What follows belongs to an exercise in optimizing a design on an open flow for small area; a production flow would make more cautious choices.
The RTL was checked by simulation tests, not by an equivalence proof against the original design.
No activity file was given, so power comes from the tool's default toggle rates.

== P ==
// aipWrapper
module aipWrapper (
  input  logic                       clk,
  input  logic                       rst,
  input  logic                       en_i,
  input  aipPkg::configCode_e        config_i,
  input  aipPkg::data_t              data_i,
  input  logic                       write_i,
  input  logic                       read_i,
  input  logic                       start_i,
  input  logic [4:0]                 memInRdAddr_i,
  input  logic                       memOutWrEn_i,
  input  logic [5:0]                 memOutWrAddr_i,
  input  aipPkg::data_t              memOutWrData_i,
  input  logic                       coreBusy_i,
  input  logic                       coreDone_i,
  output aipPkg::data_t              dataOut_o,
  output logic                       intAIP_o,
  output aipPkg::data_t              memInRdData_o,
  output logic [2*aipPkg::DataWidth-1:0] confData_o,
  output logic                       coreStart_o
);
Settings: LEC_CHECK=0, CAP_MARGIN=15, CORE_MARGIN=2, CORE_UTILIZATION=70, SLEW_MARGIN=15, SYNTH_HIERARCHICAL=1, SYNTH_MINIMUM_KEEP_SIZE=0; clock period 10.0 ns.
standard.sh (not shown) runs the stock make flow with config.mk's settings and CLKGATE_MAP_FILE= SYNTH_SCRIPT=/design/flow/synth_recipe.tcl, a recipe that flattens the netlist after the stock synthesis.
==> flow/flow/run.sh <==
#!/bin/bash
export BUFFER_PORTS_ARGS="-buffer_cell sky130_fd_sc_hd__buf_1"
export CTS_ARGS="-sink_clustering_enable -repair_clock_nets -dont_use_dummy_load -buf_list {sky130_fd_sc_hd__clkbuf_8} -sink_clustering_buffer sky130_fd_sc_hd__clkbuf_8 -sink_clustering_size 20 -sink_clustering_max_diameter 55"
export PRE_RESIZE_TCL="$PWD/flow/rm_place_buffers.tcl"
bash standard.sh "DONT_USE_CELLS=sky130_fd_sc_hd__probe_p_8 sky130_fd_sc_hd__probec_p_8 sky130_fd_sc_hd__lpflow_bleeder_1 sky130_fd_sc_hd__lpflow_clkbufkapwr_1 sky130_fd_sc_hd__lpflow_clkbufkapwr_16 sky130_fd_sc_hd__lpflow_clkbufkapwr_2 sky130_fd_sc_hd__lpflow_clkbufkapwr_4 sky130_fd_sc_hd__lpflow_clkbufkapwr_8 sky130_fd_sc_hd__lpflow_clkinvkapwr_1 sky130_fd_sc_hd__lpflow_clkinvkapwr_16 sky130_fd_sc_hd__lpflow_clkinvkapwr_2 sky130_fd_sc_hd__lpflow_clkinvkapwr_4 sky130_fd_sc_hd__lpflow_clkinvkapwr_8 sky130_fd_sc_hd__lpflow_decapkapwr_12 sky130_fd_sc_hd__lpflow_decapkapwr_3 sky130_fd_sc_hd__lpflow_decapkapwr_4 sky130_fd_sc_hd__lpflow_decapkapwr_6 sky130_fd_sc_hd__lpflow_decapkapwr_8 sky130_fd_sc_hd__lpflow_inputiso0n_1 sky130_fd_sc_hd__lpflow_inputiso0p_1 sky130_fd_sc_hd__lpflow_inputiso1n_1 sky130_fd_sc_hd__lpflow_inputiso1p_1 sky130_fd_sc_hd__lpflow_inputisolatch_1 sky130_fd_sc_hd__lpflow_isobufsrc_1 sky130_fd_sc_hd__lpflow_isobufsrc_16 sky130_fd_sc_hd__lpflow_isobufsrc_2 sky130_fd_sc_hd__lpflow_isobufsrc_4 sky130_fd_sc_hd__lpflow_isobufsrc_8 sky130_fd_sc_hd__lpflow_isobufsrckapwr_16 sky130_fd_sc_hd__lpflow_lsbuf_lh_hl_isowell_tap_1 sky130_fd_sc_hd__lpflow_lsbuf_lh_hl_isowell_tap_2 sky130_fd_sc_hd__lpflow_lsbuf_lh_hl_isowell_tap_4 sky130_fd_sc_hd__lpflow_lsbuf_lh_isowell_4 sky130_fd_sc_hd__lpflow_lsbuf_lh_isowell_tap_1 sky130_fd_sc_hd__lpflow_lsbuf_lh_isowell_tap_2 sky130_fd_sc_hd__lpflow_lsbuf_lh_isowell_tap_4 sky130_fd_sc_hd__buf_6 sky130_fd_sc_hd__buf_8 sky130_fd_sc_hd__buf_12 sky130_fd_sc_hd__buf_16 sky130_fd_sc_hd__bufbuf_8 sky130_fd_sc_hd__bufbuf_16" finish > standard.log 2>&1
==> flow/flow/rm_place_buffers.tcl <==
# Drop the buffers that timing-driven global placement inserted (named
# place*) while the placement was still spread out; repair_design
# re-buffers on the final placement. Port buffers (input*/output*) stay.
set place_bufs {}
foreach c [get_cells -quiet place*] {
  lappend place_bufs [get_full_name $c]
}
puts "Removing [llength $place_bufs] global-placement buffers"
if { [llength $place_bufs] > 0 } {
  remove_buffers {*}$place_bufs
}
P completed; timing, DRC and antenna clean
> inputs changed (P -> Q)
Settings: CORE_UTILIZATION: 70 -> 75.
-- flow/flow/run.sh --
<<< P, line 3
export CTS_ARGS="-sink_clustering_enable -repair_clock_nets -dont_use_dummy_load -buf_list {sky130_fd_sc_hd__clkbuf_8} -sink_clustering_buffer sky130_fd_sc_hd__clkbuf_8 -sink_clustering_size 20 -sink_clustering_max_diameter 55"
>>> Q, line 3
export CTS_ARGS="-sink_clustering_enable -repair_clock_nets -dont_use_dummy_load -buf_list {sky130_fd_sc_hd__clkbuf_8} -sink_clustering_buffer sky130_fd_sc_hd__clkbuf_8 -sink_clustering_size 18 -sink_clustering_max_diameter 50"
==> run summary <==
Q closes out successfully: all stages finished, all timing, DRC and antenna checks passed.
Worst setup slack for Q is lower than for P.
Floorplan check, Q vs P: die outline smaller in Q
Floorplan die width: Q vs P down 14 microns
As of Q, area occupied by multi-input gates had risen slightly compared to P.
Q vs P: combinational power down in Q
Summary: peak clock frequency supported by timing, Q worse than P
On wire length of the first global-routing pass, Q does better than P.
In Q relative to P, non-clock buffer count had gone down slightly.
Compare P and Q | number of cells in the design after placement lower: Q

========
Setup of yarrow:
Another version of the RTL of aipWrapper (not shown whole).
Size: ~3200 flip-flops, roughly 220 I/O pins, ~110000 um^2 of cells after synthesis.
export LEC_CHECK = 0
export CAP_MARGIN = 10
export CORE_MARGIN = 2
export CORE_UTILIZATION = 70
export SLEW_MARGIN = 10
export SYNTH_HIERARCHICAL = 1
export SYNTH_MINIMUM_KEEP_SIZE = 0
create_clock -name core_clock -period 10.0 [get_ports {clk}]
==> flow/flow/run.sh <==
#!/bin/bash
export BUFFER_PORTS_ARGS="-buffer_cell sky130_fd_sc_hd__buf_1"
export CTS_ARGS="-sink_clustering_enable -repair_clock_nets -dont_use_dummy_load -buf_list {sky130_fd_sc_hd__clkbuf_8 sky130_fd_sc_hd__clkbuf_16} -sink_clustering_buffer sky130_fd_sc_hd__clkbuf_8 -sink_clustering_size 16 -sink_clustering_max_diameter 50"
bash standard.sh > standard.log 2>&1
STATUS run=yarrow STAGES=ALL_DONE FINAL_CHECKS=FAILED CAUSE=antenna rules
[inputs] juniper vs yarrow
==> flow/flow/run.sh <==
#!/bin/bash
export BUFFER_PORTS_ARGS="-buffer_cell sky130_fd_sc_hd__buf_1"
export CTS_ARGS="-sink_clustering_enable -repair_clock_nets -dont_use_dummy_load -buf_list {sky130_fd_sc_hd__clkbuf_8 sky130_fd_sc_hd__clkbuf_16} -sink_clustering_buffer sky130_fd_sc_hd__clkbuf_8 -sink_clustering_size 18 -sink_clustering_max_diameter 50"
export PRE_RESIZE_TCL="$PWD/flow/rm_place_buffers.tcl"
export RECOVER_POWER=100
bash standard.sh > standard.log 2>&1
==> flow/flow/rm_place_buffers.tcl (new file) <==
# Drop the buffers that timing-driven global placement inserted while the
# placement was still spread out; repair_design re-buffers on the final one.
set place_bufs [get_cells -quiet place*]
puts "Removing [llength $place_bufs] global-placement buffers"
if { [llength $place_bufs] > 0 } {
  remove_buffers $place_bufs
}
[summary]
juniper ended up with a lower post-synthesis to final-layout area growth than yarrow did. Compared juniper against yarrow; total length of routed wires within noise. Comparing transition at the pin with the smallest max-transition slack for yarrow and juniper, the bigger number came from juniper. yarrow has a higher clock insertion delay at the later pin of the skew report than juniper. juniper against yarrow: delay contributed by the slowest stage of the critical path rose 1960 ps, total CTS buffers down 5.7%, non-clock buffering overhead in the final layout fell by 0.94 points, clock buffer and inverter area fraction after layout was more or less identical. Against yarrow, juniper comes in 6.9% lower on net switching component of the power. Going from yarrow to juniper, share of layout cells above drive strength 1 shrinks by 5.6 points. The capture point of the worst path comes out memInRdData_o[28] in one run and dataOut_o[0] in the other, namely in juniper and yarrow respectively. The design internal power in juniper was lower than what yarrow gave. In juniper the implementation completed, yet the final layout does not meet the checks, the culprit being capacitance limit, slew limit.
The following lists how pepper was set up differently from juniper:
--- a/flow/flow/run.sh
+++ b/flow/flow/run.sh
@@ -4,3 +4,2 @@
 export PRE_RESIZE_TCL="$PWD/flow/rm_place_buffers.tcl"
-export RECOVER_POWER=100
 bash standard.sh > standard.log 2>&1
[summary]
pepper reached the final stage; the timing, DRC and antenna checks on its layout passed.
Clock network fraction of total power essentially unchanged between pepper and juniper.
[pepper] leakage dissipation rose about 1.3% relative to juniper
In pepper relative to juniper, cell area had gone up slightly.
| total routed wirelength | juniper vs pepper | ≈ equal |
Slew of the pin with the lowest slew margin in pepper is 2430 ps lower than in juniper
What umber does differently from pepper at the input level:
Settings: swapping 70 for 80 in CORE_UTILIZATION.
--- a/flow/flow/run.sh
+++ b/flow/flow/run.sh
@@ -4,2 +4,3 @@
 export PRE_RESIZE_TCL="$PWD/flow/rm_place_buffers.tcl"
+export RECOVER_POWER=100
 bash standard.sh > standard.log 2>&1
## What came out
Out of pepper and umber, the only run to close with the timing, DRC and antenna checks passing was pepper.
umber: all stages done; final checks FAILED (capacitance limit, slew limit).
As of umber, switching power had fallen slightly compared to pepper.
Max final number of max-transition violations across pepper and umber: umber
umber against pepper: total of plain and repair buffers excluding clock buffers rose by 5.4%, final cell utilization of the core rose by 9.4 points, cell area after layout fell by 1700 um^2, global-route wire length before repair rose by about 0.9%.
As of umber, first-iteration DRC count had risen by more than 10% compared to pepper.
Reported for pepper and umber, leftover overflow at the end of global routing turned out identical to the last digit.
Going from pepper to umber, the buffer share of cell area was found to have gone down by 0.32 points.
On share of total power in combinational logic, pepper and umber are neck and neck.

========
aipWrapper, a different RTL version from the one above (not shown whole).
For scale: about 5100 cells after synthesis, ~3200 flip-flops, roughly 220 I/O pins.
clock: 10.0 ns
lec_check: 0
cap_margin: 20
core_margin: 2
core_utilization: 70
cts_buf_list: sky130_fd_sc_hd__clkbuf_4 sky130_fd_sc_hd__clkbuf_8
slew_margin: 20
synth_hierarchical: 1
synth_minimum_keep_size: 0
run.sh (not shown) runs the stock make flow with config.mk's settings and CLKGATE_MAP_FILE= SYNTH_SCRIPT=/design/flow/synth_recipe.tcl, a recipe that flattens the netlist after the stock synthesis.
Stock flow here: none of the scripts above is used.
The baseline finished clean.
Next try:
==> flow/flow/run.sh (new file) <==
#!/bin/bash
export BUFFER_PORTS_ARGS="-buffer_cell sky130_fd_sc_hd__buf_1"
export CTS_ARGS="-sink_clustering_enable -repair_clock_nets -dont_use_dummy_load -buf_list {sky130_fd_sc_hd__clkbuf_8 sky130_fd_sc_hd__clkbuf_16} -sink_clustering_buffer sky130_fd_sc_hd__clkbuf_8 -sink_clustering_size 16 -sink_clustering_max_diameter 50"
bash standard.sh > standard.log 2>&1
==> flow/standard.sh (new file) <==
#!/bin/bash
# synth_recipe.tcl (not shown) runs the flow's synth.tcl, then flattens the netlist and writes it again
# the make line also repeats each setting of config.mk as NAME=value (left out here)
make -C /OpenROAD-flow-scripts/flow DESIGN_CONFIG=/design/flow/config.mk WORK_HOME=/design/flow/orfs CLKGATE_MAP_FILE= SYNTH_SCRIPT=/design/flow/synth_recipe.tcl "${@:-finish}"
- CAP_MARGIN: 20 -> 10
- CTS_BUF_LIST: sky130_fd_sc_hd__clkbuf_4 sky130_fd_sc_hd__clkbuf_8 -> not set
- SLEW_MARGIN: 20 -> 10
removed: flow/run.sh
=>
- The new run produced a clean layout
- non-clock buffer count went down by 40
- combinational power went down by 13%
- total power went down by 16%
- die area does not change

-- afterwards: timing with drivers on the ports --
The flow's constraints put no driver on any port. The routed layouts listed below were extracted and timed again, unchanged, in two steps.
Step 1 assumes that a clkbuf_16 drives the clock port and a buf_2 every other input.
Step 2, shift: input delay + t, output delay - t, t = (earliest + latest rising clock arrival at the registers) / 2. This alone moves slack from input paths to output paths.
Three values: ideal ports, drivers, drivers and shift; two values: the first two.
run | shift t [ns] | setup slack, ns | hold slack, ns | max-slew violations | max-capacitance violations | pins driven straight from the clock port
P | 1.006 | 2.096 / 2.014 / 2.764 | 0.505 / 0.505 / 0.505 | 0 / 0 | 0 / 0 | 1
Q | 1.051 | 1.973 / 1.890 / 2.764 | 0.508 / 0.508 / 0.508 | 0 / 0 | 0 / 0 | 1
yarrow | 0.898 | 2.431 / 2.336 / 2.775 | 0.505 / 0.505 / 0.505 | 0 / 0 | 0 / 0 | 1
juniper | 0.867 | 1.529 / 1.446 / 1.446 | 0.513 / 0.513 / 0.513 | 3096 / 3306 | 136 / 139 | 1
pepper | 0.867 | 2.067 / 1.979 / 2.845 | 0.511 / 0.511 / 0.511 | 0 / 210 | 0 / 3 | 1
umber | 0.885 | 1.028 / 0.935 / 1.683 | 0.509 / 0.509 / 0.509 | 3143 / 3320 | 128 / 130 | 1
the first run of note 3 | 1.203 | 0.254 / 0.224 / 0.224 | 0.502 / 0.502 / 0.502 | 0 / 0 | 0 / 0 | 1
the second run of note 3 | 0.880 | 0.915 / 0.747 / 0.747 | 0.506 / 0.506 / 0.506 | 0 / 0 | 0 / 0 | 1
With drivers on, slew violations rise in juniper, pepper and umber. The drivers bring new capacitance violations in juniper, pepper and umber. The setup slack of the second run of note 3, which loses most, moves by -0.168 ns with the drivers and by -0.168 ns with both steps.
